Source: an optimization exercise on an open RTL-to-GDS flow (aim: small area and a short achievable clock period). Production flows keep margins and buffers that such runs may drop.
At most, simulation tests tie the RTL to the original design; equivalence was not proved.
Only the layout flow was run in run 1; the RTL was not checked for function there.
Power and IR drop assume default switching activity.

==> flow/design.v (outline; a module is shown in full before it is edited, if it fits) <==
// module issue_mul_pipe: 1391 lines
// module mul_fa: 10 lines
// module mul_ha: 9 lines
// module issue_unit: 105 lines
module issue_unit #(
   parameter int MUL_LAT = 4,
   parameter int TAG_W   = 6,
   parameter int DATA_W  = 32
) (
   input  logic              clk,
   input  logic              reset,
   input  logic [5:0]        issueint_opcode,
   input  logic [TAG_W-1:0]  issueint_rdtag,
   input  logic [DATA_W-1:0] issueint_rsdata,
   input  logic [DATA_W-1:0] issueint_rtdata,
   input  logic              issueint_ready,
   output logic              issueint_done,
   input  logic [TAG_W-1:0]  issuemul_rdtag,
   input  logic [DATA_W-1:0] issuemul_rsdata,
   input  logic [DATA_W-1:0] issuemul_rtdata,
   input  logic              issuemul_ready,
   output logic              issuemul_done,
   output logic [TAG_W-1:0]  cdb_tag,
   output logic [DATA_W-1:0] cdb_data,
   output logic              cdb_valid
);
  // ...
==> flow/run.sh <==
#!/bin/bash
# synth_recipe.tcl (not shown) runs the flow's synth.tcl, then flattens the netlist and writes it again
# the make line also repeats each setting of config.mk as NAME=value (left out here)
make -C /OpenROAD-flow-scripts/flow DESIGN_CONFIG=/design/flow/config.mk WORK_HOME=/design/flow/orfs CLKGATE_MAP_FILE= SYNTH_SCRIPT=/design/flow/synth_recipe.tcl finish
==> flow/config.mk <==
export PLATFORM = sky130hd
export DESIGN_NAME = issue_unit
export DESIGN_NICKNAME = issue_unit
export VERILOG_FILES = /design/flow/design.v
export SDC_FILE = /design/flow/constraint.sdc
export NUM_CORES = 4
export LEC_CHECK = 0
export ABC_CLOCK_PERIOD_IN_PS = 4000
export CAP_MARGIN = 20
export CORE_MARGIN = 2
export CORE_UTILIZATION = 40
export SETUP_SLACK_MARGIN = 4.3
export SLEW_MARGIN = 20
export SYNTH_HIERARCHICAL = 1
==> flow/constraint.sdc <==
create_clock -name core_clock -period 8.0 [get_ports {clk}]
set_input_delay 1.6000 -clock core_clock [delete_from_list [all_inputs] [get_ports {clk}]]
set_output_delay 1.6000 -clock core_clock [all_outputs]
set_load 0.01 [all_outputs]
==> impl_metrics.py, run 1 <==
metrics = {
    "drt": {
        "wire_per_inst_um": 22.6,
        "finalWirelength_um": 66300,
    },
    "sta": {
        "fin_crit_sh_pct": 49.8,
        "fmax_mhz": 251,
        "tns_ns": 0,
        "rsz0062_at_grt": "yes",
    },
    "placed_design": {
        "dp.cells": 2789,
        "dpl.hpwl_um": 41200,
        "dpl-instance-area_um2": 23000,
        "routabilityCongestion": 0.883,
    },
    "clock_network": {
        "htree_levels": 1,
        "cts_tree": "yes",
        "cts.path.max_buffers": 3,
    },
    "pwr": {
        "powerClk_mw": 1.31,
        "sw_frac_of_total_pct": 42.5,
    },
    "synthesis": {
        "synth_top_family_by_area": "adder cells",
        "synth_enable_flop_cells": 0,
        "yosys.area_share.simple_pct": 5.46,
        "synth_xor_area_share_pct": 15.4,
    },
    "run_status": {
        "status": "finished clean",
    },
    "finish": {
        "nNetsFinal": 2766,
        "nFillCells": 4350,
        "stdcell_area_um2": 26700,
    },
    "setup_path": {
        "crit_path_start_kind": "flip-flop",
        "crit_end": "u_mul.lo2_q[13]",
        "r2r-start": "u_mul.bone[1]",
        "cp_data_required_time_ns": 8.41,
    },
    "global_route": {
        "met2_usage_pct": 38.7,
    },
    "min_path": {
        "min-delay-start": "u_mul.tag2_q[0]",
    },
}
==> run 2: changes to the inputs <==
--- a/flow/design.v
+++ b/flow/design.v
@@ -26,27 +26,29 @@
    input  logic              in_valid,
    input  logic [TAG_W-1:0]  in_tag,
    input  logic [DATA_W-1:0] in_a,
    input  logic [DATA_W-1:0] in_b,
    output logic              near_v,
    output logic [TAG_W-1:0]  near_tag,
    output logic [DATA_W-1:0] near_data
 );
-   localparam int K = 14;
+   localparam int K = 10;
+   localparam int M = 20;
    logic [3:1]        mv;
    logic [TAG_W-1:0]  tag1_q, tag2_q, tag3_q;
    logic [31:0]       a_q;
    logic [15:0]       bneg, bone, btwo;    
    logic [15:0]       eneg, eone, etwo;
    logic [K-1:0]      lo2_q;
    logic              c2_q;
    logic [31:K]       hx2_q, hy2_q;
+   logic [31:M]       hz2_q;
    logic [31:0]       p3_q;
-   logic [31:0]       rx, ry;
+   logic [31:0]       rx, ry, rz;
    logic [K:0]        lo_sum;
    logic [31:K]       hi_sum;
    logic pp0_0;
    logic pp0_1;
    logic pp0_2;
    logic pp0_3;
    logic pp0_4;
    logic pp0_5;
@@ -509,218 +511,218 @@
    logic fs77;
    logic fc77;
    logic fs78;
    logic fc78;
    logic fs79;
    logic fc79;
    logic fs80;
    logic fc80;
-   logic hs18;
-   logic hc18;
    logic fs81;
    logic fc81;
    logic fs82;
    logic fc82;
    logic fs83;
    logic fc83;
    logic fs84;
    logic fc84;
    logic fs85;
    logic fc85;
    logic fs86;
    logic fc86;
    logic fs87;
    logic fc87;
    logic fs88;
    logic fc88;
+   logic hs18;
+   logic hc18;
    logic fs89;
    logic fc89;
-   logic hs19;
-   logic hc19;
    logic fs90;
    logic fc90;
    logic fs91;
    logic fc91;
    logic fs92;
    logic fc92;
    logic fs93;
    logic fc93;
    logic fs94;
    logic fc94;
    logic fs95;
    logic fc95;
    logic fs96;
    logic fc96;
    logic fs97;
    logic fc97;
+   logic hs19;
+   logic hc19;
    logic fs98;
    logic fc98;
    logic fs99;
    logic fc99;
-   logic hs20;
-   logic hc20;
    logic fs100;
    logic fc100;
    logic fs101;
    logic fc101;
    logic fs102;
    logic fc102;
    logic fs103;
    logic fc103;
    logic fs104;
    logic fc104;
    logic fs105;
    logic fc105;
    logic fs106;
    logic fc106;
+   logic hs20;
+   logic hc20;
    logic fs107;
    logic fc107;
    logic fs108;
    logic fc108;
    logic fs109;
    logic fc109;
-   logic hs21;
-   logic hc21;
    logic fs110;
    logic fc110;
    logic fs111;
    logic fc111;
    logic fs112;
    logic fc112;
    logic fs113;
    logic fc113;
    logic fs114;
    logic fc114;
    logic fs115;
    logic fc115;
    logic fs116;
    logic fc116;
+   logic hs21;
+   logic hc21;
    logic fs117;
    logic fc117;
    logic fs118;
    logic fc118;
    logic fs119;
    logic fc119;
    logic fs120;
    logic fc120;
-   logic hs22;
-   logic hc22;
    logic fs121;
    logic fc121;
    logic fs122;
    logic fc122;
    logic fs123;
    logic fc123;
    logic fs124;
    logic fc124;
    logic fs125;
    logic fc125;
    logic fs126;
    logic fc126;
+   logic hs22;
+   logic hc22;
    logic fs127;
    logic fc127;
    logic fs128;
    logic fc128;
    logic fs129;
    logic fc129;
    logic fs130;
    logic fc130;
    logic fs131;
    logic fc131;
-   logic hs23;
-   logic hc23;
    logic fs132;
    logic fc132;
    logic fs133;
    logic fc133;
    logic fs134;
    logic fc134;
    logic fs135;
    logic fc135;
    logic fs136;
    logic fc136;
    logic fs137;
    logic fc137;
+   logic hs23;
+   logic hc23;
    logic fs138;
    logic fc138;
    logic fs139;
    logic fc139;
    logic fs140;
    logic fc140;
    logic fs141;
    logic fc141;
    logic fs142;
    logic fc142;
    logic fs143;
    logic fc143;
-   logic hs24;
-   logic hc24;
    logic fs144;
    logic fc144;
    logic fs145;
    logic fc145;
    logic fs146;
    logic fc146;
    logic fs147;
    logic fc147;
    logic fs148;
    logic fc148;
+   logic hs24;
+   logic hc24;
    logic fs149;
    logic fc149;
    logic fs150;
    logic fc150;
    logic fs151;
    logic fc151;
    logic fs152;
    logic fc152;
    logic fs153;
    logic fc153;
    logic fs154;
    logic fc154;
    logic fs155;
    logic fc155;
-   logic hs25;
-   logic hc25;
    logic fs156;
    logic fc156;
    logic fs157;
    logic fc157;
    logic fs158;
    logic fc158;
    logic fs159;
    logic fc159;
    logic fs160;
    logic fc160;
+   logic hs25;
+   logic hc25;
    logic fs161;
    logic fc161;
    logic fs162;
    logic fc162;
    logic fs163;
    logic fc163;
    logic fs164;
    logic fc164;
    logic fs165;
    logic fc165;
    logic fs166;
    logic fc166;
    logic fs167;
    logic fc167;
    logic fs168;
    logic fc168;
-   logic hs26;
-   logic hc26;
    logic fs169;
    logic fc169;
    logic fs170;
    logic fc170;
    logic fs171;
    logic fc171;
    logic fs172;
    logic fc172;
+   logic hs26;
+   logic hc26;
    logic fs173;
    logic fc173;
    logic fs174;
    logic fc174;
    logic fs175;
    logic fc175;
    logic fs176;
    logic fc176;
@@ -729,26 +731,26 @@
    logic fs178;
    logic fc178;
    logic fs179;
    logic fc179;
    logic fs180;
    logic fc180;
    logic fs181;
    logic fc181;
-   logic hs27;
-   logic hc27;
    logic fs182;
    logic fc182;
    logic fs183;
    logic fc183;
    logic fs184;
    logic fc184;
    logic fs185;
    logic fc185;
+   logic hs27;
+   logic hc27;
    logic fs186;
    logic fc186;
    logic fs187;
    logic fc187;
    logic fs188;
    logic fc188;
    logic fs189;
    logic fc189;
@@ -759,48 +761,24 @@
    logic fs192;
    logic fc192;
    logic fs193;
    logic fc193;
    logic fs194;
    logic fc194;
    logic fs195;
    logic fc195;
-   logic hs28;
-   logic hc28;
    logic fs196;
    logic fc196;
    logic fs197;
    logic fc197;
    logic fs198;
    logic fc198;
-   logic fs199;
-   logic fc199;
-   logic fs200;
-   logic fc200;
-   logic fs201;
-   logic fc201;
-   logic fs202;
-   logic fc202;
-   logic fs203;
-   logic fc203;
-   logic fs204;
-   logic fc204;
-   logic fs205;
-   logic fc205;
-   logic fs206;
-   logic fc206;
-   logic fs207;
-   logic fc207;
-   logic fs208;
-   logic fc208;
-   logic fs209;
-   logic fc209;
-   logic hs29;
-   logic hc29;
+   logic hs28;
+   logic hc28;
    assign pp0_0 = (bone[0] & a_q[0]) ^ bneg[0];
    assign pp0_1 = ((bone[0] & a_q[1]) | (btwo[0] & a_q[0])) ^ bneg[0];
    assign pp0_2 = ((bone[0] & a_q[2]) | (btwo[0] & a_q[1])) ^ bneg[0];
    assign pp0_3 = ((bone[0] & a_q[3]) | (btwo[0] & a_q[2])) ^ bneg[0];
    assign pp0_4 = ((bone[0] & a_q[4]) | (btwo[0] & a_q[3])) ^ bneg[0];
    assign pp0_5 = ((bone[0] & a_q[5]) | (btwo[0] & a_q[4])) ^ bneg[0];
    assign pp0_6 = ((bone[0] & a_q[6]) | (btwo[0] & a_q[5])) ^ bneg[0];
    assign pp0_7 = ((bone[0] & a_q[7]) | (btwo[0] & a_q[6])) ^ bneg[0];
@@ -1162,248 +1140,269 @@
    mul_fa u_fa73 (.a(pp2_16), .b(pp3_14), .c(pp4_12), .s(fs73), .co(fc73));
    mul_fa u_fa74 (.a(pp5_10), .b(pp6_8), .c(pp7_6), .s(fs74), .co(fc74));
    mul_fa u_fa75 (.a(pp8_4), .b(pp9_2), .c(pp10_0), .s(fs75), .co(fc75));
    mul_fa u_fa76 (.a(fc64), .b(fc65), .c(fc66), .s(fs76), .co(fc76));
    mul_fa u_fa77 (.a(fs72), .b(fs73), .c(fs74), .s(fs77), .co(fc77));
    mul_fa u_fa78 (.a(fs75), .b(fc67), .c(fc68), .s(fs78), .co(fc78));
    mul_fa u_fa79 (.a(fs76), .b(fs77), .c(fc69), .s(fs79), .co(fc79));
    mul_fa u_fa80 (.a(fs78), .b(fc70), .c(fs79), .s(fs80), .co(fc80));
-   mul_ha u_ha18 (.a(fc71), .b(fs80), .s(hs18), .c(hc18));
    mul_fa u_fa81 (.a(pp0_21), .b(pp1_19), .c(pp2_17), .s(fs81), .co(fc81));
    mul_fa u_fa82 (.a(pp3_15), .b(pp4_13), .c(pp5_11), .s(fs82), .co(fc82));
    mul_fa u_fa83 (.a(pp6_9), .b(pp7_7), .c(pp8_5), .s(fs83), .co(fc83));
    mul_fa u_fa84 (.a(pp9_3), .b(pp10_1), .c(fc72), .s(fs84), .co(fc84));
    mul_fa u_fa85 (.a(fc73), .b(fc74), .c(fc75), .s(fs85), .co(fc85));
    mul_fa u_fa86 (.a(fs81), .b(fs82), .c(fs83), .s(fs86), .co(fc86));
    mul_fa u_fa87 (.a(fc76), .b(fc77), .c(fs84), .s(fs87), .co(fc87));
    mul_fa u_fa88 (.a(fs85), .b(fs86), .c(fc78), .s(fs88), .co(fc88));
-   mul_fa u_fa89 (.a(fs87), .b(fc79), .c(fs88), .s(fs89), .co(fc89));
-   mul_ha u_ha19 (.a(fc80), .b(fs89), .s(hs19), .c(hc19));
-   mul_fa u_fa90 (.a(bneg[11]), .b(pp0_22), .c(pp1_20), .s(fs90), .co(fc90));
-   mul_fa u_fa91 (.a(pp2_18), .b(pp3_16), .c(pp4_14), .s(fs91), .co(fc91));
-   mul_fa u_fa92 (.a(pp5_12), .b(pp6_10), .c(pp7_8), .s(fs92), .co(fc92));
-   mul_fa u_fa93 (.a(pp8_6), .b(pp9_4), .c(pp10_2), .s(fs93), .co(fc93));
-   mul_fa u_fa94 (.a(pp11_0), .b(fc81), .c(fc82), .s(fs94), .co(fc94));
-   mul_fa u_fa95 (.a(fc83), .b(fs90), .c(fs91), .s(fs95), .co(fc95));
-   mul_fa u_fa96 (.a(fs92), .b(fs93), .c(fc84), .s(fs96), .co(fc96));
-   mul_fa u_fa97 (.a(fc85), .b(fc86), .c(fs94), .s(fs97), .co(fc97));
-   mul_fa u_fa98 (.a(fs95), .b(fc87), .c(fs96), .s(fs98), .co(fc98));
-   mul_fa u_fa99 (.a(fs97), .b(fc88), .c(fs98), .s(fs99), .co(fc99));
-   mul_ha u_ha20 (.a(fc89), .b(fs99), .s(hs20), .c(hc20));
-   mul_fa u_fa100 (.a(pp0_23), .b(pp1_21), .c(pp2_19), .s(fs100), .co(fc100));
-   mul_fa u_fa101 (.a(pp3_17), .b(pp4_15), .c(pp5_13), .s(fs101), .co(fc101));
-   mul_fa u_fa102 (.a(pp6_11), .b(pp7_9), .c(pp8_7), .s(fs102), .co(fc102));
-   mul_fa u_fa103 (.a(pp9_5), .b(pp10_3), .c(pp11_1), .s(fs103), .co(fc103));
-   mul_fa u_fa104 (.a(fc90), .b(fc91), .c(fc92), .s(fs104), .co(fc104));
-   mul_fa u_fa105 (.a(fc93), .b(fs100), .c(fs101), .s(fs105), .co(fc105));
-   mul_fa u_fa106 (.a(fs102), .b(fs103), .c(fc94), .s(fs106), .co(fc106));
-   mul_fa u_fa107 (.a(fc95), .b(fs104), .c(fs105), .s(fs107), .co(fc107));
-   mul_fa u_fa108 (.a(fc96), .b(fc97), .c(fs106), .s(fs108), .co(fc108));
-   mul_fa u_fa109 (.a(fs107), .b(fc98), .c(fs108), .s(fs109), .co(fc109));
-   mul_ha u_ha21 (.a(fc99), .b(fs109), .s(hs21), .c(hc21));
-   mul_fa u_fa110 (.a(bneg[12]), .b(pp0_24), .c(pp1_22), .s(fs110), .co(fc110));
-   mul_fa u_fa111 (.a(pp2_20), .b(pp3_18), .c(pp4_16), .s(fs111), .co(fc111));
-   mul_fa u_fa112 (.a(pp5_14), .b(pp6_12), .c(pp7_10), .s(fs112), .co(fc112));
-   mul_fa u_fa113 (.a(pp8_8), .b(pp9_6), .c(pp10_4), .s(fs113), .co(fc113));
-   mul_fa u_fa114 (.a(pp11_2), .b(pp12_0), .c(fc100), .s(fs114), .co(fc114));
-   mul_fa u_fa115 (.a(fc101), .b(fc102), .c(fc103), .s(fs115), .co(fc115));
-   mul_fa u_fa116 (.a(fs110), .b(fs111), .c(fs112), .s(fs116), .co(fc116));
-   mul_fa u_fa117 (.a(fs113), .b(fc104), .c(fc105), .s(fs117), .co(fc117));
-   mul_fa u_fa118 (.a(fs114), .b(fs115), .c(fs116), .s(fs118), .co(fc118));
-   mul_fa u_fa119 (.a(fc106), .b(fc107), .c(fs117), .s(fs119), .co(fc119));
-   mul_fa u_fa120 (.a(fs118), .b(fc108), .c(fs119), .s(fs120), .co(fc120));
-   mul_ha u_ha22 (.a(fc109), .b(fs120), .s(hs22), .c(hc22));
-   mul_fa u_fa121 (.a(pp0_25), .b(pp1_23), .c(pp2_21), .s(fs121), .co(fc121));
-   mul_fa u_fa122 (.a(pp3_19), .b(pp4_17), .c(pp5_15), .s(fs122), .co(fc122));
-   mul_fa u_fa123 (.a(pp6_13), .b(pp7_11), .c(pp8_9), .s(fs123), .co(fc123));
-   mul_fa u_fa124 (.a(pp9_7), .b(pp10_5), .c(pp11_3), .s(fs124), .co(fc124));
-   mul_fa u_fa125 (.a(pp12_1), .b(fc110), .c(fc111), .s(fs125), .co(fc125));
-   mul_fa u_fa126 (.a(fc112), .b(fc113), .c(fs121), .s(fs126), .co(fc126));
-   mul_fa u_fa127 (.a(fs122), .b(fs123), .c(fs124), .s(fs127), .co(fc127));
-   mul_fa u_fa128 (.a(fc114), .b(fc115), .c(fc116), .s(fs128), .co(fc128));
-   mul_fa u_fa129 (.a(fs125), .b(fs126), .c(fs127), .s(fs129), .co(fc129));
-   mul_fa u_fa130 (.a(fc117), .b(fc118), .c(fs128), .s(fs130), .co(fc130));
-   mul_fa u_fa131 (.a(fs129), .b(fc119), .c(fs130), .s(fs131), .co(fc131));
-   mul_ha u_ha23 (.a(fc120), .b(fs131), .s(hs23), .c(hc23));
-   mul_fa u_fa132 (.a(bneg[13]), .b(pp0_26), .c(pp1_24), .s(fs132), .co(fc132));
-   mul_fa u_fa133 (.a(pp2_22), .b(pp3_20), .c(pp4_18), .s(fs133), .co(fc133));
-   mul_fa u_fa134 (.a(pp5_16), .b(pp6_14), .c(pp7_12), .s(fs134), .co(fc134));
-   mul_fa u_fa135 (.a(pp8_10), .b(pp9_8), .c(pp10_6), .s(fs135), .co(fc135));
-   mul_fa u_fa136 (.a(pp11_4), .b(pp12_2), .c(pp13_0), .s(fs136), .co(fc136));
-   mul_fa u_fa137 (.a(fc121), .b(fc122), .c(fc123), .s(fs137), .co(fc137));
-   mul_fa u_fa138 (.a(fc124), .b(fs132), .c(fs133), .s(fs138), .co(fc138));
-   mul_fa u_fa139 (.a(fs134), .b(fs135), .c(fs136), .s(fs139), .co(fc139));
-   mul_fa u_fa140 (.a(fc125), .b(fc126), .c(fc127), .s(fs140), .co(fc140));
-   mul_fa u_fa141 (.a(fs137), .b(fs138), .c(fs139), .s(fs141), .co(fc141));
-   mul_fa u_fa142 (.a(fc128), .b(fc129), .c(fs140), .s(fs142), .co(fc142));
-   mul_fa u_fa143 (.a(fs141), .b(fc130), .c(fs142), .s(fs143), .co(fc143));
-   mul_ha u_ha24 (.a(fc131), .b(fs143), .s(hs24), .c(hc24));
-   mul_fa u_fa144 (.a(pp0_27), .b(pp1_25), .c(pp2_23), .s(fs144), .co(fc144));
-   mul_fa u_fa145 (.a(pp3_21), .b(pp4_19), .c(pp5_17), .s(fs145), .co(fc145));
-   mul_fa u_fa146 (.a(pp6_15), .b(pp7_13), .c(pp8_11), .s(fs146), .co(fc146));
-   mul_fa u_fa147 (.a(pp9_9), .b(pp10_7), .c(pp11_5), .s(fs147), .co(fc147));
-   mul_fa u_fa148 (.a(pp12_3), .b(pp13_1), .c(fc132), .s(fs148), .co(fc148));
-   mul_fa u_fa149 (.a(fc133), .b(fc134), .c(fc135), .s(fs149), .co(fc149));
-   mul_fa u_fa150 (.a(fc136), .b(fs144), .c(fs145), .s(fs150), .co(fc150));
-   mul_fa u_fa151 (.a(fs146), .b(fs147), .c(fc137), .s(fs151), .co(fc151));
-   mul_fa u_fa152 (.a(fc138), .b(fc139), .c(fs148), .s(fs152), .co(fc152));
-   mul_fa u_fa153 (.a(fs149), .b(fs150), .c(fc140), .s(fs153), .co(fc153));
-   mul_fa u_fa154 (.a(fs151), .b(fc141), .c(fs152), .s(fs154), .co(fc154));
-   mul_fa u_fa155 (.a(fc142), .b(fs153), .c(fs154), .s(fs155), .co(fc155));
-   mul_ha u_ha25 (.a(fc143), .b(fs155), .s(hs25), .c(hc25));
-   mul_fa u_fa156 (.a(bneg[14]), .b(pp0_28), .c(pp1_26), .s(fs156), .co(fc156));
-   mul_fa u_fa157 (.a(pp2_24), .b(pp3_22), .c(pp4_20), .s(fs157), .co(fc157));
-   mul_fa u_fa158 (.a(pp5_18), .b(pp6_16), .c(pp7_14), .s(fs158), .co(fc158));
-   mul_fa u_fa159 (.a(pp8_12), .b(pp9_10), .c(pp10_8), .s(fs159), .co(fc159));
-   mul_fa u_fa160 (.a(pp11_6), .b(pp12_4), .c(pp13_2), .s(fs160), .co(fc160));
-   mul_fa u_fa161 (.a(pp14_0), .b(fc144), .c(fc145), .s(fs161), .co(fc161));
-   mul_fa u_fa162 (.a(fc146), .b(fc147), .c(fs156), .s(fs162), .co(fc162));
-   mul_fa u_fa163 (.a(fs157), .b(fs158), .c(fs159), .s(fs163), .co(fc163));
-   mul_fa u_fa164 (.a(fs160), .b(fc148), .c(fc149), .s(fs164), .co(fc164));
-   mul_fa u_fa165 (.a(fc150), .b(fs161), .c(fs162), .s(fs165), .co(fc165));
-   mul_fa u_fa166 (.a(fs163), .b(fc151), .c(fc152), .s(fs166), .co(fc166));
-   mul_fa u_fa167 (.a(fs164), .b(fs165), .c(fc153), .s(fs167), .co(fc167));
-   mul_fa u_fa168 (.a(fc154), .b(fs166), .c(fs167), .s(fs168), .co(fc168));
-   mul_ha u_ha26 (.a(fc155), .b(hc25), .s(hs26), .c(hc26));
-   mul_fa u_fa169 (.a(pp0_29), .b(pp1_27), .c(pp2_25), .s(fs169), .co(fc169));
-   mul_fa u_fa170 (.a(pp3_23), .b(pp4_21), .c(pp5_19), .s(fs170), .co(fc170));
-   mul_fa u_fa171 (.a(pp6_17), .b(pp7_15), .c(pp8_13), .s(fs171), .co(fc171));
-   mul_fa u_fa172 (.a(pp9_11), .b(pp10_9), .c(pp11_7), .s(fs172), .co(fc172));
-   mul_fa u_fa173 (.a(pp12_5), .b(pp13_3), .c(pp14_1), .s(fs173), .co(fc173));
-   mul_fa u_fa174 (.a(fc156), .b(fc157), .c(fc158), .s(fs174), .co(fc174));
-   mul_fa u_fa175 (.a(fc159), .b(fc160), .c(fs169), .s(fs175), .co(fc175));
-   mul_fa u_fa176 (.a(fs170), .b(fs171), .c(fs172), .s(fs176), .co(fc176));
-   mul_fa u_fa177 (.a(fs173), .b(fc161), .c(fc162), .s(fs177), .co(fc177));
-   mul_fa u_fa178 (.a(fc163), .b(fs174), .c(fs175), .s(fs178), .co(fc178));
-   mul_fa u_fa179 (.a(fs176), .b(fc164), .c(fc165), .s(fs179), .co(fc179));
-   mul_fa u_fa180 (.a(fs177), .b(fs178), .c(fc166), .s(fs180), .co(fc180));
-   mul_fa u_fa181 (.a(fs179), .b(fc167), .c(fs180), .s(fs181), .co(fc181));
-   mul_ha u_ha27 (.a(fc168), .b(fs181), .s(hs27), .c(hc27));
-   mul_fa u_fa182 (.a(bneg[15]), .b(pp0_30), .c(pp1_28), .s(fs182), .co(fc182));
-   mul_fa u_fa183 (.a(pp2_26), .b(pp3_24), .c(pp4_22), .s(fs183), .co(fc183));
-   mul_fa u_fa184 (.a(pp5_20), .b(pp6_18), .c(pp7_16), .s(fs184), .co(fc184));
-   mul_fa u_fa185 (.a(pp8_14), .b(pp9_12), .c(pp10_10), .s(fs185), .co(fc185));
-   mul_fa u_fa186 (.a(pp11_8), .b(pp12_6), .c(pp13_4), .s(fs186), .co(fc186));
-   mul_fa u_fa187 (.a(pp14_2), .b(pp15_0), .c(fc169), .s(fs187), .co(fc187));
-   mul_fa u_fa188 (.a(fc170), .b(fc171), .c(fc172), .s(fs188), .co(fc188));
-   mul_fa u_fa189 (.a(fc173), .b(fs182), .c(fs183), .s(fs189), .co(fc189));
-   mul_fa u_fa190 (.a(fs184), .b(fs185), .c(fs186), .s(fs190), .co(fc190));
-   mul_fa u_fa191 (.a(fc174), .b(fc175), .c(fc176), .s(fs191), .co(fc191));
-   mul_fa u_fa192 (.a(fs187), .b(fs188), .c(fs189), .s(fs192), .co(fc192));
-   mul_fa u_fa193 (.a(fs190), .b(fc177), .c(fc178), .s(fs193), .co(fc193));
-   mul_fa u_fa194 (.a(fs191), .b(fs192), .c(fc179), .s(fs194), .co(fc194));
-   mul_fa u_fa195 (.a(fs193), .b(fc180), .c(fs194), .s(fs195), .co(fc195));
-   mul_ha u_ha28 (.a(fc181), .b(fs195), .s(hs28), .c(hc28));
-   mul_fa u_fa196 (.a(pp0_31), .b(pp1_29), .c(pp2_27), .s(fs196), .co(fc196));
-   mul_fa u_fa197 (.a(pp3_25), .b(pp4_23), .c(pp5_21), .s(fs197), .co(fc197));
-   mul_fa u_fa198 (.a(pp6_19), .b(pp7_17), .c(pp8_15), .s(fs198), .co(fc198));
-   mul_fa u_fa199 (.a(pp9_13), .b(pp10_11), .c(pp11_9), .s(fs199), .co(fc199));
-   mul_fa u_fa200 (.a(pp12_7), .b(pp13_5), .c(pp14_3), .s(fs200), .co(fc200));
-   mul_fa u_fa201 (.a(pp15_1), .b(fc182), .c(fc183), .s(fs201), .co(fc201));
-   mul_fa u_fa202 (.a(fc184), .b(fc185), .c(fc186), .s(fs202), .co(fc202));
-   mul_fa u_fa203 (.a(fs196), .b(fs197), .c(fs198), .s(fs203), .co(fc203));
-   mul_fa u_fa204 (.a(fs199), .b(fs200), .c(fc187), .s(fs204), .co(fc204));
-   mul_fa u_fa205 (.a(fc188), .b(fc189), .c(fc190), .s(fs205), .co(fc205));
-   mul_fa u_fa206 (.a(fs201), .b(fs202), .c(fs203), .s(fs206), .co(fc206));
-   mul_fa u_fa207 (.a(fc191), .b(fs204), .c(fc192), .s(fs207), .co(fc207));
-   mul_fa u_fa208 (.a(fs205), .b(fs206), .c(fc193), .s(fs208), .co(fc208));
-   mul_fa u_fa209 (.a(fs207), .b(fc194), .c(fs208), .s(fs209), .co(fc209));
-   mul_ha u_ha29 (.a(fc195), .b(fs209), .s(hs29), .c(hc29));
+   mul_ha u_ha18 (.a(fs87), .b(fc79), .s(hs18), .c(hc18));
+   mul_fa u_fa89 (.a(bneg[11]), .b(pp0_22), .c(pp1_20), .s(fs89), .co(fc89));
+   mul_fa u_fa90 (.a(pp2_18), .b(pp3_16), .c(pp4_14), .s(fs90), .co(fc90));
+   mul_fa u_fa91 (.a(pp5_12), .b(pp6_10), .c(pp7_8), .s(fs91), .co(fc91));
+   mul_fa u_fa92 (.a(pp8_6), .b(pp9_4), .c(pp10_2), .s(fs92), .co(fc92));
+   mul_fa u_fa93 (.a(pp11_0), .b(fc81), .c(fc82), .s(fs93), .co(fc93));
+   mul_fa u_fa94 (.a(fc83), .b(fs89), .c(fs90), .s(fs94), .co(fc94));
+   mul_fa u_fa95 (.a(fs91), .b(fs92), .c(fc84), .s(fs95), .co(fc95));
+   mul_fa u_fa96 (.a(fc85), .b(fc86), .c(fs93), .s(fs96), .co(fc96));
+   mul_fa u_fa97 (.a(fs94), .b(fc87), .c(fs95), .s(fs97), .co(fc97));
+   mul_ha u_ha19 (.a(fs96), .b(fc88), .s(hs19), .c(hc19));
+   mul_fa u_fa98 (.a(pp0_23), .b(pp1_21), .c(pp2_19), .s(fs98), .co(fc98));
+   mul_fa u_fa99 (.a(pp3_17), .b(pp4_15), .c(pp5_13), .s(fs99), .co(fc99));
+   mul_fa u_fa100 (.a(pp6_11), .b(pp7_9), .c(pp8_7), .s(fs100), .co(fc100));
+   mul_fa u_fa101 (.a(pp9_5), .b(pp10_3), .c(pp11_1), .s(fs101), .co(fc101));
+   mul_fa u_fa102 (.a(fc89), .b(fc90), .c(fc91), .s(fs102), .co(fc102));
+   mul_fa u_fa103 (.a(fc92), .b(fs98), .c(fs99), .s(fs103), .co(fc103));
+   mul_fa u_fa104 (.a(fs100), .b(fs101), .c(fc93), .s(fs104), .co(fc104));
+   mul_fa u_fa105 (.a(fc94), .b(fs102), .c(fs103), .s(fs105), .co(fc105));
+   mul_fa u_fa106 (.a(fc95), .b(fc96), .c(fs104), .s(fs106), .co(fc106));
+   mul_ha u_ha20 (.a(fs105), .b(fc97), .s(hs20), .c(hc20));
+   mul_fa u_fa107 (.a(bneg[12]), .b(pp0_24), .c(pp1_22), .s(fs107), .co(fc107));
+   mul_fa u_fa108 (.a(pp2_20), .b(pp3_18), .c(pp4_16), .s(fs108), .co(fc108));
+   mul_fa u_fa109 (.a(pp5_14), .b(pp6_12), .c(pp7_10), .s(fs109), .co(fc109));
+   mul_fa u_fa110 (.a(pp8_8), .b(pp9_6), .c(pp10_4), .s(fs110), .co(fc110));
+   mul_fa u_fa111 (.a(pp11_2), .b(pp12_0), .c(fc98), .s(fs111), .co(fc111));
+   mul_fa u_fa112 (.a(fc99), .b(fc100), .c(fc101), .s(fs112), .co(fc112));
+   mul_fa u_fa113 (.a(fs107), .b(fs108), .c(fs109), .s(fs113), .co(fc113));
+   mul_fa u_fa114 (.a(fs110), .b(fc102), .c(fc103), .s(fs114), .co(fc114));
+   mul_fa u_fa115 (.a(fs111), .b(fs112), .c(fs113), .s(fs115), .co(fc115));
+   mul_fa u_fa116 (.a(fc104), .b(fc105), .c(fs114), .s(fs116), .co(fc116));
+   mul_ha u_ha21 (.a(fs115), .b(fc106), .s(hs21), .c(hc21));
+   mul_fa u_fa117 (.a(pp0_25), .b(pp1_23), .c(pp2_21), .s(fs117), .co(fc117));
+   mul_fa u_fa118 (.a(pp3_19), .b(pp4_17), .c(pp5_15), .s(fs118), .co(fc118));
+   mul_fa u_fa119 (.a(pp6_13), .b(pp7_11), .c(pp8_9), .s(fs119), .co(fc119));
+   mul_fa u_fa120 (.a(pp9_7), .b(pp10_5), .c(pp11_3), .s(fs120), .co(fc120));
+   mul_fa u_fa121 (.a(pp12_1), .b(fc107), .c(fc108), .s(fs121), .co(fc121));
+   mul_fa u_fa122 (.a(fc109), .b(fc110), .c(fs117), .s(fs122), .co(fc122));
+   mul_fa u_fa123 (.a(fs118), .b(fs119), .c(fs120), .s(fs123), .co(fc123));
+   mul_fa u_fa124 (.a(fc111), .b(fc112), .c(fc113), .s(fs124), .co(fc124));
+   mul_fa u_fa125 (.a(fs121), .b(fs122), .c(fs123), .s(fs125), .co(fc125));
+   mul_fa u_fa126 (.a(fc114), .b(fc115), .c(fs124), .s(fs126), .co(fc126));
+   mul_ha u_ha22 (.a(fs125), .b(fc116), .s(hs22), .c(hc22));
+   mul_fa u_fa127 (.a(bneg[13]), .b(pp0_26), .c(pp1_24), .s(fs127), .co(fc127));
+   mul_fa u_fa128 (.a(pp2_22), .b(pp3_20), .c(pp4_18), .s(fs128), .co(fc128));
+   mul_fa u_fa129 (.a(pp5_16), .b(pp6_14), .c(pp7_12), .s(fs129), .co(fc129));
+   mul_fa u_fa130 (.a(pp8_10), .b(pp9_8), .c(pp10_6), .s(fs130), .co(fc130));
+   mul_fa u_fa131 (.a(pp11_4), .b(pp12_2), .c(pp13_0), .s(fs131), .co(fc131));
+   mul_fa u_fa132 (.a(fc117), .b(fc118), .c(fc119), .s(fs132), .co(fc132));
+   mul_fa u_fa133 (.a(fc120), .b(fs127), .c(fs128), .s(fs133), .co(fc133));
+   mul_fa u_fa134 (.a(fs129), .b(fs130), .c(fs131), .s(fs134), .co(fc134));
+   mul_fa u_fa135 (.a(fc121), .b(fc122), .c(fc123), .s(fs135), .co(fc135));
+   mul_fa u_fa136 (.a(fs132), .b(fs133), .c(fs134), .s(fs136), .co(fc136));
+   mul_fa u_fa137 (.a(fc124), .b(fc125), .c(fs135), .s(fs137), .co(fc137));
+   mul_ha u_ha23 (.a(fs136), .b(fc126), .s(hs23), .c(hc23));
+   mul_fa u_fa138 (.a(pp0_27), .b(pp1_25), .c(pp2_23), .s(fs138), .co(fc138));
+   mul_fa u_fa139 (.a(pp3_21), .b(pp4_19), .c(pp5_17), .s(fs139), .co(fc139));
+   mul_fa u_fa140 (.a(pp6_15), .b(pp7_13), .c(pp8_11), .s(fs140), .co(fc140));
+   mul_fa u_fa141 (.a(pp9_9), .b(pp10_7), .c(pp11_5), .s(fs141), .co(fc141));
+   mul_fa u_fa142 (.a(pp12_3), .b(pp13_1), .c(fc127), .s(fs142), .co(fc142));
+   mul_fa u_fa143 (.a(fc128), .b(fc129), .c(fc130), .s(fs143), .co(fc143));
+   mul_fa u_fa144 (.a(fc131), .b(fs138), .c(fs139), .s(fs144), .co(fc144));
+   mul_fa u_fa145 (.a(fs140), .b(fs141), .c(fc132), .s(fs145), .co(fc145));
+   mul_fa u_fa146 (.a(fc133), .b(fc134), .c(fs142), .s(fs146), .co(fc146));
+   mul_fa u_fa147 (.a(fs143), .b(fs144), .c(fc135), .s(fs147), .co(fc147));
+   mul_fa u_fa148 (.a(fs145), .b(fc136), .c(fs146), .s(fs148), .co(fc148));
+   mul_ha u_ha24 (.a(fc137), .b(fs147), .s(hs24), .c(hc24));
+   mul_fa u_fa149 (.a(bneg[14]), .b(pp0_28), .c(pp1_26), .s(fs149), .co(fc149));
+   mul_fa u_fa150 (.a(pp2_24), .b(pp3_22), .c(pp4_20), .s(fs150), .co(fc150));
+   mul_fa u_fa151 (.a(pp5_18), .b(pp6_16), .c(pp7_14), .s(fs151), .co(fc151));
+   mul_fa u_fa152 (.a(pp8_12), .b(pp9_10), .c(pp10_8), .s(fs152), .co(fc152));
+   mul_fa u_fa153 (.a(pp11_6), .b(pp12_4), .c(pp13_2), .s(fs153), .co(fc153));
+   mul_fa u_fa154 (.a(pp14_0), .b(fc138), .c(fc139), .s(fs154), .co(fc154));
+   mul_fa u_fa155 (.a(fc140), .b(fc141), .c(fs149), .s(fs155), .co(fc155));
+   mul_fa u_fa156 (.a(fs150), .b(fs151), .c(fs152), .s(fs156), .co(fc156));
+   mul_fa u_fa157 (.a(fs153), .b(fc142), .c(fc143), .s(fs157), .co(fc157));
+   mul_fa u_fa158 (.a(fc144), .b(fs154), .c(fs155), .s(fs158), .co(fc158));
+   mul_fa u_fa159 (.a(fs156), .b(fc145), .c(fc146), .s(fs159), .co(fc159));
+   mul_fa u_fa160 (.a(fs157), .b(fs158), .c(fc147), .s(fs160), .co(fc160));
+   mul_ha u_ha25 (.a(fc148), .b(fs159), .s(hs25), .c(hc25));
+   mul_fa u_fa161 (.a(pp0_29), .b(pp1_27), .c(pp2_25), .s(fs161), .co(fc161));
+   mul_fa u_fa162 (.a(pp3_23), .b(pp4_21), .c(pp5_19), .s(fs162), .co(fc162));
+   mul_fa u_fa163 (.a(pp6_17), .b(pp7_15), .c(pp8_13), .s(fs163), .co(fc163));
+   mul_fa u_fa164 (.a(pp9_11), .b(pp10_9), .c(pp11_7), .s(fs164), .co(fc164));
+   mul_fa u_fa165 (.a(pp12_5), .b(pp13_3), .c(pp14_1), .s(fs165), .co(fc165));
+   mul_fa u_fa166 (.a(fc149), .b(fc150), .c(fc151), .s(fs166), .co(fc166));
+   mul_fa u_fa167 (.a(fc152), .b(fc153), .c(fs161), .s(fs167), .co(fc167));
+   mul_fa u_fa168 (.a(fs162), .b(fs163), .c(fs164), .s(fs168), .co(fc168));
+   mul_fa u_fa169 (.a(fs165), .b(fc154), .c(fc155), .s(fs169), .co(fc169));
+   mul_fa u_fa170 (.a(fc156), .b(fs166), .c(fs167), .s(fs170), .co(fc170));
+   mul_fa u_fa171 (.a(fs168), .b(fc157), .c(fc158), .s(fs171), .co(fc171));
+   mul_fa u_fa172 (.a(fs169), .b(fs170), .c(fc159), .s(fs172), .co(fc172));
+   mul_ha u_ha26 (.a(fs171), .b(hc25), .s(hs26), .c(hc26));
+   mul_fa u_fa173 (.a(bneg[15]), .b(pp0_30), .c(pp1_28), .s(fs173), .co(fc173));
+   mul_fa u_fa174 (.a(pp2_26), .b(pp3_24), .c(pp4_22), .s(fs174), .co(fc174));
+   mul_fa u_fa175 (.a(pp5_20), .b(pp6_18), .c(pp7_16), .s(fs175), .co(fc175));
+   mul_fa u_fa176 (.a(pp8_14), .b(pp9_12), .c(pp10_10), .s(fs176), .co(fc176));
+   mul_fa u_fa177 (.a(pp11_8), .b(pp12_6), .c(pp13_4), .s(fs177), .co(fc177));
+   mul_fa u_fa178 (.a(pp14_2), .b(pp15_0), .c(fc161), .s(fs178), .co(fc178));
+   mul_fa u_fa179 (.a(fc162), .b(fc163), .c(fc164), .s(fs179), .co(fc179));
+   mul_fa u_fa180 (.a(fc165), .b(fs173), .c(fs174), .s(fs180), .co(fc180));
+   mul_fa u_fa181 (.a(fs175), .b(fs176), .c(fs177), .s(fs181), .co(fc181));
+   mul_fa u_fa182 (.a(fc166), .b(fc167), .c(fc168), .s(fs182), .co(fc182));
+   mul_fa u_fa183 (.a(fs178), .b(fs179), .c(fs180), .s(fs183), .co(fc183));
+   mul_fa u_fa184 (.a(fs181), .b(fc169), .c(fc170), .s(fs184), .co(fc184));
+   mul_fa u_fa185 (.a(fs182), .b(fs183), .c(fc171), .s(fs185), .co(fc185));
+   mul_ha u_ha27 (.a(fs184), .b(fc172), .s(hs27), .c(hc27));
+   mul_fa u_fa186 (.a(pp0_31), .b(pp1_29), .c(pp2_27), .s(fs186), .co(fc186));
+   mul_fa u_fa187 (.a(pp3_25), .b(pp4_23), .c(pp5_21), .s(fs187), .co(fc187));
+   mul_fa u_fa188 (.a(pp6_19), .b(pp7_17), .c(pp8_15), .s(fs188), .co(fc188));
+   mul_fa u_fa189 (.a(pp9_13), .b(pp10_11), .c(pp11_9), .s(fs189), .co(fc189));
+   mul_fa u_fa190 (.a(pp12_7), .b(pp13_5), .c(pp14_3), .s(fs190), .co(fc190));
+   mul_fa u_fa191 (.a(pp15_1), .b(fc173), .c(fc174), .s(fs191), .co(fc191));
+   mul_fa u_fa192 (.a(fc175), .b(fc176), .c(fc177), .s(fs192), .co(fc192));
+   mul_fa u_fa193 (.a(fs186), .b(fs187), .c(fs188), .s(fs193), .co(fc193));
+   mul_fa u_fa194 (.a(fs189), .b(fs190), .c(fc178), .s(fs194), .co(fc194));
+   mul_fa u_fa195 (.a(fc179), .b(fc180), .c(fc181), .s(fs195), .co(fc195));
+   mul_fa u_fa196 (.a(fs191), .b(fs192), .c(fs193), .s(fs196), .co(fc196));
+   mul_fa u_fa197 (.a(fc182), .b(fs194), .c(fc183), .s(fs197), .co(fc197));
+   mul_fa u_fa198 (.a(fs195), .b(fs196), .c(fc184), .s(fs198), .co(fc198));
+   mul_ha u_ha28 (.a(fs197), .b(fc185), .s(hs28), .c(hc28));
    assign rx[0] = pp0_0;
    assign ry[0] = bneg[0];
+   assign rz[0] = 1'b0;
    assign rx[1] = pp0_1;
    assign ry[1] = 1'b0;
+   assign rz[1] = 1'b0;
    assign rx[2] = pp1_0;
    assign ry[2] = hs0;
+   assign rz[2] = 1'b0;
    assign rx[3] = hc0;
    assign ry[3] = hs1;
+   assign rz[3] = 1'b0;
    assign rx[4] = fs0;
    assign ry[4] = hs2;
+   assign rz[4] = 1'b0;
    assign rx[5] = fs1;
    assign ry[5] = hs3;
+   assign rz[5] = 1'b0;
    assign rx[6] = fs3;
    assign ry[6] = hs4;
+   assign rz[6] = 1'b0;
    assign rx[7] = fs5;
    assign ry[7] = hs5;
+   assign rz[7] = 1'b0;
    assign rx[8] = hc5;
    assign ry[8] = hs6;
+   assign rz[8] = 1'b0;
    assign rx[9] = fs11;
    assign ry[9] = hs7;
+   assign rz[9] = 1'b0;
    assign rx[10] = fs15;
    assign ry[10] = hs8;
+   assign rz[10] = 1'b0;
    assign rx[11] = hc8;
    assign ry[11] = hs9;
+   assign rz[11] = 1'b0;
    assign rx[12] = hc9;
    assign ry[12] = hs10;
+   assign rz[12] = 1'b0;
    assign rx[13] = fs29;
    assign ry[13] = hs11;
+   assign rz[13] = 1'b0;
    assign rx[14] = hc11;
    assign ry[14] = hs12;
+   assign rz[14] = 1'b0;
    assign rx[15] = hc12;
    assign ry[15] = hs13;
+   assign rz[15] = 1'b0;
    assign rx[16] = hc13;
    assign ry[16] = hs14;
+   assign rz[16] = 1'b0;
    assign rx[17] = hc14;
    assign ry[17] = hs15;
+   assign rz[17] = 1'b0;
    assign rx[18] = hc15;
    assign ry[18] = hs16;
+   assign rz[18] = 1'b0;
    assign rx[19] = fs71;
    assign ry[19] = hs17;
-   assign rx[20] = hc17;
-   assign ry[20] = hs18;
-   assign rx[21] = hc18;
-   assign ry[21] = hs19;
-   assign rx[22] = hc19;
-   assign ry[22] = hs20;
-   assign rx[23] = hc20;
-   assign ry[23] = hs21;
-   assign rx[24] = hc21;
-   assign ry[24] = hs22;
-   assign rx[25] = hc22;
-   assign ry[25] = hs23;
-   assign rx[26] = hc23;
-   assign ry[26] = hs24;
-   assign rx[27] = hc24;
-   assign ry[27] = hs25;
-   assign rx[28] = fs168;
-   assign ry[28] = hs26;
-   assign rx[29] = hc26;
-   assign ry[29] = hs27;
-   assign rx[30] = hc27;
-   assign ry[30] = hs28;
-   assign rx[31] = hc28;
-   assign ry[31] = hs29;
+   assign rz[19] = 1'b0;
+   assign rx[20] = fc71;
+   assign ry[20] = hc17;
+   assign rz[20] = fs80;
+   assign rx[21] = fs88;
+   assign ry[21] = fc80;
+   assign rz[21] = hs18;
+   assign rx[22] = fs97;
+   assign ry[22] = hc18;
+   assign rz[22] = hs19;
+   assign rx[23] = fs106;
+   assign ry[23] = hc19;
+   assign rz[23] = hs20;
+   assign rx[24] = fs116;
+   assign ry[24] = hc20;
+   assign rz[24] = hs21;
+   assign rx[25] = fs126;
+   assign ry[25] = hc21;
+   assign rz[25] = hs22;
+   assign rx[26] = fs137;
+   assign ry[26] = hc22;
+   assign rz[26] = hs23;
+   assign rx[27] = fs148;
+   assign ry[27] = hc23;
+   assign rz[27] = hs24;
+   assign rx[28] = hc24;
+   assign ry[28] = fs160;
+   assign rz[28] = hs25;
+   assign rx[29] = fc160;
+   assign ry[29] = fs172;
+   assign rz[29] = hs26;
+   assign rx[30] = hc26;
+   assign ry[30] = fs185;
+   assign rz[30] = hs27;
+   assign rx[31] = fs198;
+   assign ry[31] = hc27;
+   assign rz[31] = hs28;
    always_comb begin
       for (int i = 0; i < 16; i++) begin
          logic b2, b1, b0;
          b2 = in_b[2*i+1];
          b1 = in_b[2*i];
          b0 = (i == 0) ? 1'b0 : in_b[2*i-1];
          eneg[i] = b2;
          eone[i] = b1 ^ b0;
          etwo[i] = (b2 & ~b1 & ~b0) | (~b2 & b1 & b0);
       end
    end
    assign lo_sum = {1'b0, rx[K-1:0]} + {1'b0, ry[K-1:0]};
-   assign hi_sum = hx2_q + hy2_q + {{(31-K){1'b0}}, c2_q};
+   assign hi_sum = hx2_q + hy2_q + {{(31-K){1'b0}}, c2_q} + {hz2_q, {(M-K){1'b0}}};
    always_ff @(posedge clk) begin
       if (!reset) mv <= '0;
       else        mv <= {mv[2:1], in_valid};
    end
    always_ff @(posedge clk) begin
       a_q    <= in_a;
       bneg   <= eneg;
       bone   <= eone;
       btwo   <= etwo;
       tag1_q <= in_tag;
       lo2_q  <= lo_sum[K-1:0];
       c2_q   <= lo_sum[K];
       hx2_q  <= rx[31:K];
       hy2_q  <= ry[31:K];
+      hz2_q  <= rz[31:M];
       tag2_q <= tag1_q;
       p3_q   <= {hi_sum, lo2_q};
       tag3_q <= tag2_q;
    end
    assign near_v    = mv[3];
    assign near_tag  = tag3_q;
    assign near_data = p3_q;
 endmodule
==> flow/flow/run.sh (new file) <==
#!/bin/bash
set -euo pipefail
export BUFFER_PORTS_ARGS="-buffer_cell sky130_fd_sc_hd__buf_1"
bash standard.sh > standard.log 2>&1
==> flow/standard.sh (new file) <==
#!/bin/bash
# synth_recipe.tcl (not shown) runs the flow's synth.tcl, then flattens the netlist and writes it again
# the make line also repeats each setting of config.mk as NAME=value (left out here)
make -C /OpenROAD-flow-scripts/flow DESIGN_CONFIG=/design/flow/config.mk WORK_HOME=/design/flow/orfs CLKGATE_MAP_FILE= SYNTH_SCRIPT=/design/flow/synth_recipe.tcl "${@:-finish}"
--- a/flow/config.mk
+++ b/flow/config.mk
@@ -4,11 +4,12 @@
 export VERILOG_FILES = /design/flow/design.v
 export SDC_FILE = /design/flow/constraint.sdc
 export NUM_CORES = 4
 export LEC_CHECK = 0
 export ABC_CLOCK_PERIOD_IN_PS = 4000
 export CAP_MARGIN = 20
 export CORE_MARGIN = 2
 export CORE_UTILIZATION = 40
+export CTS_BUF_LIST = sky130_fd_sc_hd__clkbuf_4 sky130_fd_sc_hd__clkbuf_8
 export SETUP_SLACK_MARGIN = 4.3
 export SLEW_MARGIN = 20
 export SYNTH_HIERARCHICAL = 1
removed: flow/run.sh
==> run 2 against run 1 <==
Highest routed layer unchanged; sequential cell count is 16 higher; clock power is 7% higher; design area is 13% lower; still clean; largest cell class unchanged; fmax is 9.2% higher.
==> impl_metrics.py, run 2 <==
metrics = {
    "run_status": {
        "status": "finished clean",
    },
    "synthesis": {
        "ys_async_sr_fraction_pct": 0,
        "synth_enable_flop_cells": 0,
        "synthCells": 2046,
        "synthMuxAreaShare_pct": 2.34,
        "synth_area_leaders": "dfxtp_1 23%, fa_1 21%, xnor2_1 13%",
        "synth_compound_area_share_pct": 17.4,
        "synth-seq-cells": 239,
        "synth_top_family_by_area": "adder cells",
        "seq_area_frac_synth_pct": 23.3,
        "synth_commonest_cells": "298 x xnor2_1, 270 x a22oi_1, 239 x dfxtp_1",
        "synth.most_common_cell": "xnor2_1",
        "yosys_warnings": 10,
        "synth_top_area_share_pct": 23.3,
        "yosysTopAreaCell": "dfxtp_1",
        "yosys.area_share.simple_pct": 4.87,
        "synth-adder-area-share_pct": 31.0,
        "synth_ff_type": "dfxtp_1",
        "synth_xor_area_share_pct": 15.8,
        "syn_area_um2": 20500,
        "syn_avg_cell_area_um2": 10.0,
        "syn-num-nets": 2575,
        "synth.distinct_cells": 61,
    },
    "finish": {
        "stdcell_count": 2880,
        "final_cell_mix": "296 x xnor2_1, 268 x a22oi_1, 213 x fa_1, 213 x dfxtp_1, 186 x buf_1",
        "drive_above_1_share_pct": 9.68,
        "reg_top3": "cdb_data_q: 32 flops, u_mul.a_q: 32 flops, u_mul.p3_q: 32 flops",
        "nNetsFinal": 2696,
        "antenna_cells": 0,
        "syn2layout_area_growth_pct": 13.7,
        "final_common_cell": "xnor2_1",
    },
    "drt": {
        "wire_per_inst_um": 20.2,
        "dr.pass1.iters": 6,
        "finalWirelength_um": 58300,
        "ant_nets": 0,
        "first_iter_violations": 1328,
        "via_count": 15900,
        "drc": 0,
        "via_per_inst": 5.53,
    },
    "sta": {
        "clock_skew_ns": 0.0275,
        "fin_crit_sh_pct": 45.6,
        "rsz0062_at_grt": "yes",
        "worst_pin_slew_ns": 1.02,
        "min_period_ns": 3.65,
        "drv_slew": 0,
        "fin_ws_ns": 4.35,
        "holdWs_ns": 0.322,
        "relSlewSlack_pct": 31.8,
        "final_hold_viol_count": 0,
        "fmax_mhz": 274,
        "tns_ns": 0,
        "report.final.setup_viol": 0,
    },
    "global_route": {
        "grt_antenna_before_repair": 0,
        "grt_pass1_vias": 16500,
        "grt_pass1_wl_um": 90500,
        "grt_max_degree": 84,
        "grt.total_usage_pct": 21.6,
        "overflow": 0,
    },
    "floorplanning": {
        "io_pins": 191,
        "dieWidth_um": 231,
        "dieArea_um2": 53200,
        "die_h_um": 231,
        "start_util_pct": 40.2,
        "rows": 83,
        "core_um2": 51100,
    },
    "setup_path": {
        "cp_data_required_time_ns": 8.47,
        "cp_slowest_cell": "or4_2",
        "crit_path_start_kind": "input port",
        "slowest_delay_ns": 0.55,
        "critPathTopFamily": "compound AO/OA/AOI/OAI gates",
        "crit_arrival_ns": 4.12,
        "cp-end-kind": "flip-flop",
        "cp_max_fo": 4,
        "critical_path_class": "in -> reg",
        "critical_path.cell_chain": "clkbuf_2 > mux2_2 > fa_2 > a211oi_2 > o211ai_1 > nand4_1 > a21oi_4 > or4_2 > a32oi_1 > o21ai_1",
        "crit_buf_inv": 1,
    },
    "clock_network": {
        "clock-sinks": 239,
        "clkTransAtPathRegs_ns": 0.07,
        "insertion_delay_ns": 0.63,
        "htree_levels": 2,
        "cts_buffers": 44,
        "root_buffer": "clkbuf_8",
        "cts.path.max_buffers": 3,
        "cts_tree": "yes",
    },
    "placed_design": {
        "dpl.hpwl_um": 40200,
        "dp.cells": 2784,
        "dp_slack_ns": 2.90,
        "io_buffers": 190,
        "routabilityCongestion": 0.889,
    },
    "pwr": {
        "p_int_mw": 4.66,
        "power.total_mw": 8.10,
        "power.density_nw_per_um2": 347,
        "switchingPower_mw": 3.44,
        "power_frac_seq_pct": 21.9,
        "clkPwrFrac_pct": 17.3,
        "sw_frac_of_total_pct": 42.4,
        "p_leak_nw": 9.37,
        "combPwrFrac_pct": 60.7,
        "max-vdd-ir-drop_v": 0.000198,
    },
    "flow_run": {
        "max_cap_viol_count": 0,
    },
    "min_path": {
        "min_path_type": "reg -> reg",
    },
}
==> run 2: cell types whose count changed after synthesis, sizes merged, moves of 4 or more <==
cell and delta:
ha +8, xor2 +8, nor2 -11, a21o +4, o21ai -4, o21a -6, dfxtp +16, inv -7
==> run 2: worst register-to-register path, stage by stage (launching register included) <==
cell	delay [ns]
dfxtp_2	0.32
clkbuf_8	0.40
xnor2_1	0.19
fa_1	0.59
fa_1	0.47
fa_1	0.40
fa_1	0.40
fa_1	0.38
ha_1	0.29
==> run 2: final cells by class <==
cell class	count	area (um^2)
clock buffer	63	811
clock inverter	16	263
fill	4849	27700
inverter	117	439
multi-input combinational	1522	14800
sequential	239	4840
tap	680	851
timing repair buffer	243	1360
==> run 2: layer usage <==
| layer | share of wire (%) | wire [um] | global-route usage, % | vias up |
|---|---|---|---|---|
| met2 | 46 | 26800 | 34.8 | 758 |
| met1 | 42 | 24500 | 28.3 | 7768 |
| met3 | 8.2 | 4800 | 4.47 | 148 |
| met5 | 0 | 0 | 0 | - |
| li1 | - | - | - | 7239 |
| met4 | 3.6 | 2110 | 8.55 | 0 |
==> run 2: kinds of logic after synthesis <==
| family | count (synthesis) |
|---|---|
| compound gates | 518 |
| xor+xnor | 370 |
| buf+inv | 285 |
| flops | 239 |
| fa+ha+maj | 379 |
| simple gates | 208 |
| mux | 47 |
==> run 2: power groups by stage <==
| stage | clock network, mW | logic [mW] | registers, mW |
|---|---|---|---|
| 2_1_floorplan | 0 | 3.44 | 1.72 |
| 3_3_place_gp | 0 | 4.74 | 1.79 |
| 3_5_place_dp | 0 | 4.85 | 1.80 |
| 4_1_cts | 1.46 | 4.90 | 1.77 |
| 5_1_grt | 1.50 | 5.54 | 1.80 |
| 6_report | 1.40 | 4.91 | 1.78 |
==> run 2: through the flow <==
step           util (%)  instance area (um^2)
2_1_floorplan         -                 20700
3_3_place_gp       42.7                 21800
3_5_place_dp       42.7                 21800
4_1_cts            45.0                 23000
5_1_grt            45.7                 23400
6_report           45.7                 23400
==> run 2: final timing paths <==
check / start / to / slack, ns / cells after the start
setup / recovery: issueint_rtdata[0] / cdb_data_q[21] / 4.35 / 10
hold reg to reg: u_mul.tag2_q[0] / u_mul.tag3_q[0] / 0.32 / 0
hold / removal: u_mul.tag2_q[0] / u_mul.tag3_q[0] / 0.32 / 0
setup reg to reg: u_mul.bneg[0] / u_mul.hz2_q[31] / 4.43 / 8
==> run 2: per-module statistics from Yosys, one instance, submodules excluded, excerpt <==
module | cells inside | times used | cell area [um^2]
issue_unit | 661 | 1 | 5110
mul_fa | 1 | 199 | 20.0
mul_ha | 1 | 29 | 12.5
==> run 2: what timing repair did <==
action	in CTS	in global routing
endpoints found under the setup margin	47	16
pin swaps	0	15
cloned	1	4
resized for setup	30	58
setup buffers	0	12
hold buffers	0	0
==> run 3: changes to the inputs <==
--- a/flow/config.mk
+++ b/flow/config.mk
@@ -11,3 +11,2 @@
 export CORE_UTILIZATION = 40
-export CTS_BUF_LIST = sky130_fd_sc_hd__clkbuf_4 sky130_fd_sc_hd__clkbuf_8
 export SETUP_SLACK_MARGIN = 4.3
==> run 3 against run 2 <==
Final cell count decreased by 0.87%; wire length increased by 0.17%; sequential power about the same; core utilization decreased by 0.18 points; sequential share of layout area barely moved; first-iteration DRC count grew 8.9%; critical path depth down 6; sequential cell count unchanged; critical path type is now in -> out; largest power group unchanged.
==> impl_metrics.py, run 3 <==
metrics = {
    "pwr": {
        "p_leak_nw": 9.29,
        "clkPwrFrac_pct": 16.0,
        "combPwrFrac_pct": 61.7,
        "switchingPower_mw": 3.44,
        "power.density_nw_per_um2": 342,
        "max-vdd-ir-drop_v": 0.000201,
        "sw_frac_of_total_pct": 43.1,
        "power_frac_seq_pct": 22.3,
        "p_int_mw": 4.53,
    },
    "placed_design": {
        "io_buffers": 190,
        "dp_slack_ns": 2.90,
        "dp.cells": 2784,
        "dpl-instance-area_um2": 21800,
        "routabilityCongestion": 0.889,
        "dpl.hpwl_um": 40200,
    },
    "synthesis": {
        "synth_commonest_cells": "298 x xnor2_1, 270 x a22oi_1, 239 x dfxtp_1",
        "ys_async_sr_fraction_pct": 0,
        "synth.distinct_cells": 61,
        "seq_area_frac_synth_pct": 23.3,
        "yosysTopAreaCell": "dfxtp_1",
        "syn_area_um2": 20500,
        "synth_ff_type": "dfxtp_1",
        "synth_enable_flop_cells": 0,
        "synth.most_common_cell": "xnor2_1",
        "synth-seq-cells": 239,
        "yosys_warnings": 10,
        "synth_top_area_share_pct": 23.3,
        "syn-num-nets": 2575,
        "syn_avg_cell_area_um2": 10.0,
        "synthCells": 2046,
        "synth_area_leaders": "dfxtp_1 23%, fa_1 21%, xnor2_1 13%",
    },
    "setup_path": {
        "crit_arrival_ns": 2.03,
        "crit_buf_inv": 2,
        "crit_path_start_kind": "input port",
        "cp_data_required_time_ns": 6.40,
        "slowest_delay_ns": 0.16,
        "cp_max_fo": 6,
        "cp_slowest_cell": "buf_1",
        "critical_path.cell_chain": "buf_2 > nand2_1 > nor2_1 > buf_1",
        "critPathTopFamily": "buffers and inverters",
        "cp-end-kind": "output pin",
        "critical_path_class": "in -> out",
    },
    "finish": {
        "drive_above_1_share_pct": 8.46,
        "syn2layout_area_growth_pct": 13.2,
        "antenna_cells": 0,
        "final_common_cell": "xnor2_1",
        "nFillCells": 4848,
        "reg_top3": "cdb_data_q: 32 flops, u_mul.a_q: 32 flops, u_mul.p3_q: 32 flops",
        "stdcell_count": 2855,
        "stdcell_area_um2": 23300,
        "nNetsFinal": 2682,
        "final_cell_mix": "296 x xnor2_1, 268 x a22oi_1, 214 x fa_1",
    },
    "sta": {
        "relSlewSlack_pct": 31.5,
        "tns_ns": 0,
        "rsz0062_at_grt": "yes",
        "clock_skew_ns": 0.0126,
        "worst_pin_slew_ns": 1.03,
        "fin_crit_sh_pct": 45.4,
        "min_period_ns": 3.63,
        "report.final.setup_viol": 0,
        "drv_slew": 0,
        "final_hold_viol_count": 0,
        "fmax_mhz": 275,
        "holdWs_ns": 0.323,
        "fin_ws_ns": 4.37,
    },
    "clock_network": {
        "root_buffer": "clkbuf_16",
        "htree_levels": 1,
        "cts_buffers": 28,
        "clkTransAtPathRegs_ns": 0.06,
        "cts.path.max_buffers": 3,
        "cts_tree": "yes",
        "insertion_delay_ns": 0.58,
        "clock-sinks": 239,
    },
    "drt": {
        "via_count": 15800,
        "finalWirelength_um": 58400,
        "wire_per_inst_um": 20.4,
        "drc": 0,
        "ant_nets": 0,
        "first_iter_violations": 1446,
        "dr.pass1.iters": 6,
        "via_per_inst": 5.53,
    },
    "global_route": {
        "grt_pass1_wl_um": 90700,
        "grt_antenna_before_repair": 0,
        "grt.total_usage_pct": 21.5,
        "grt_pass1_vias": 16400,
        "grt_max_degree": 84,
        "overflow": 0,
    },
    "floorplanning": {
        "dieWidth_um": 231,
        "start_util_pct": 40.2,
        "io_pins": 191,
        "rows": 83,
        "core_um2": 51100,
        "die_h_um": 231,
        "dieArea_um2": 53200,
    },
    "flow_run": {
        "max_cap_viol_count": 0,
    },
    "run_status": {
        "status": "finished clean",
    },
    "min_path": {
        "min_path_type": "reg -> reg",
    },
}
-- run 3: through the flow --
step / power (mW) / utilization (%)
4_1_cts: 7.99 / 44.9
2_1_floorplan: 5.16 / -
3_5_place_dp: 6.65 / 42.7
6_report: 7.97 / 45.5
3_3_place_gp: 6.53 / 42.7
5_1_grt: 8.72 / 45.5
-- run 3: cells by family after synthesis --
kind of cell	count (synthesis)	share of synthesized area [%]
and+or+nand+nor	208	4.87
xor gates and xnor gates	370	15.8
buffers and inverters	285	5.29
AOI/OAI and AO/OA	518	17.4
DFF	239	23.3
muxes	47	2.34
adders and majority gates	379	31.0
-- run 3: area by class of cell --
cell class                      count  area, um^2  share of cell area [%]
Clock buffer                       36         771                    3.31
Clock inverter                     16         173                   0.742
Inverter                          117         439                    1.89
Multi-Input combinational cell   1522       14800                    63.7
Sequential cell                   239        4830                    20.8
Tap cell                          680         851                    3.66
Timing Repair Buffer              245        1390                    5.98
-- run 3: power groups by stage --
stage,clock (mW),sequential [mW],combinational (mW)
floorplan,0,1.72,3.44
global placement,0,1.79,4.74
detailed placement,0,1.80,4.85
CTS,1.31,1.77,4.90
global route,1.36,1.80,5.55
finish,1.28,1.78,4.91
-- run 3: repair_timing --
item                       CTS  global route
cloned                       3             4
hold buffers                 0             0
setup endpoints to repair   50            16
buffers inserted             2            10
gates resized for setup     31            54
pin swaps                    3            21
-- run 3: routing by layer --
metal | vias up | GRT usage, % | part of all wire [%]
met1 | 7689 | 28.4 | 42
met4 | 0 | 7.96 | 3.3
met5 | - | 0 | 0
met2 | 767 | 35.0 | 46
li1 | 7198 | - | -
met3 | 132 | 3.84 | 8.4
-- run 3: worst paths after layout --
| path | cells after the start | slack, ns | from | to |
|---|---|---|---|---|
| worst min register to register | 0 | 0.32 | u_mul.tag1_q[5] | u_mul.tag2_q[5] |
| worst min-delay path | 0 | 0.32 | u_mul.tag1_q[5] | u_mul.tag2_q[5] |
| worst max-delay path | 4 | 4.37 | reset | issueint_done |
| worst max register to register | 8 | 4.40 | u_mul.a_q[16] | u_mul.hz2_q[30] |
-- run 3: Yosys stat by module, one instance, submodules excluded, excerpt --
| module | copies in the design | flip-flops and latches |
|---|---|---|
| mul_ha | 29 | 0 |
| issue_unit | 1 | 39 |
| mul_fa | 199 | 0 |

-- separate check: timing with driven ports --
The results above use ideal ports. As a check the final layouts listed here were re-extracted and re-timed, cells and wires unchanged. Step 1: set_driving_cell puts a clkbuf_16 on clk and a buf_2 on each other input, an assumption about the parent block. Step 2 moves the port delays by t, midway between the first and last clock arrival at a register: inputs arrive t later, outputs are due t later. That takes back most of the time a late clock gives input paths. Three values: ideal ports, drivers, drivers and shift; two values: the first two.
run	shift t [ns]	setup slack, ns	hold slack, ns	worst setup path at the end
run 1	0.615	4.018 / 4.018 / 3.558	0.321 / 0.321 / 0.321	input to register
run 2	0.674	4.353 / 4.345 / 3.672	0.322 / 0.322 / 0.322	input to register
run 3	0.639	4.369 / 4.321 / 3.683	0.323 / 0.323 / 0.323	input to register
After both steps setup and hold are still met in every run listed. The setup slack of run 3, which loses most, moves by -0.048 ns with the drivers and by -0.686 ns with both steps.
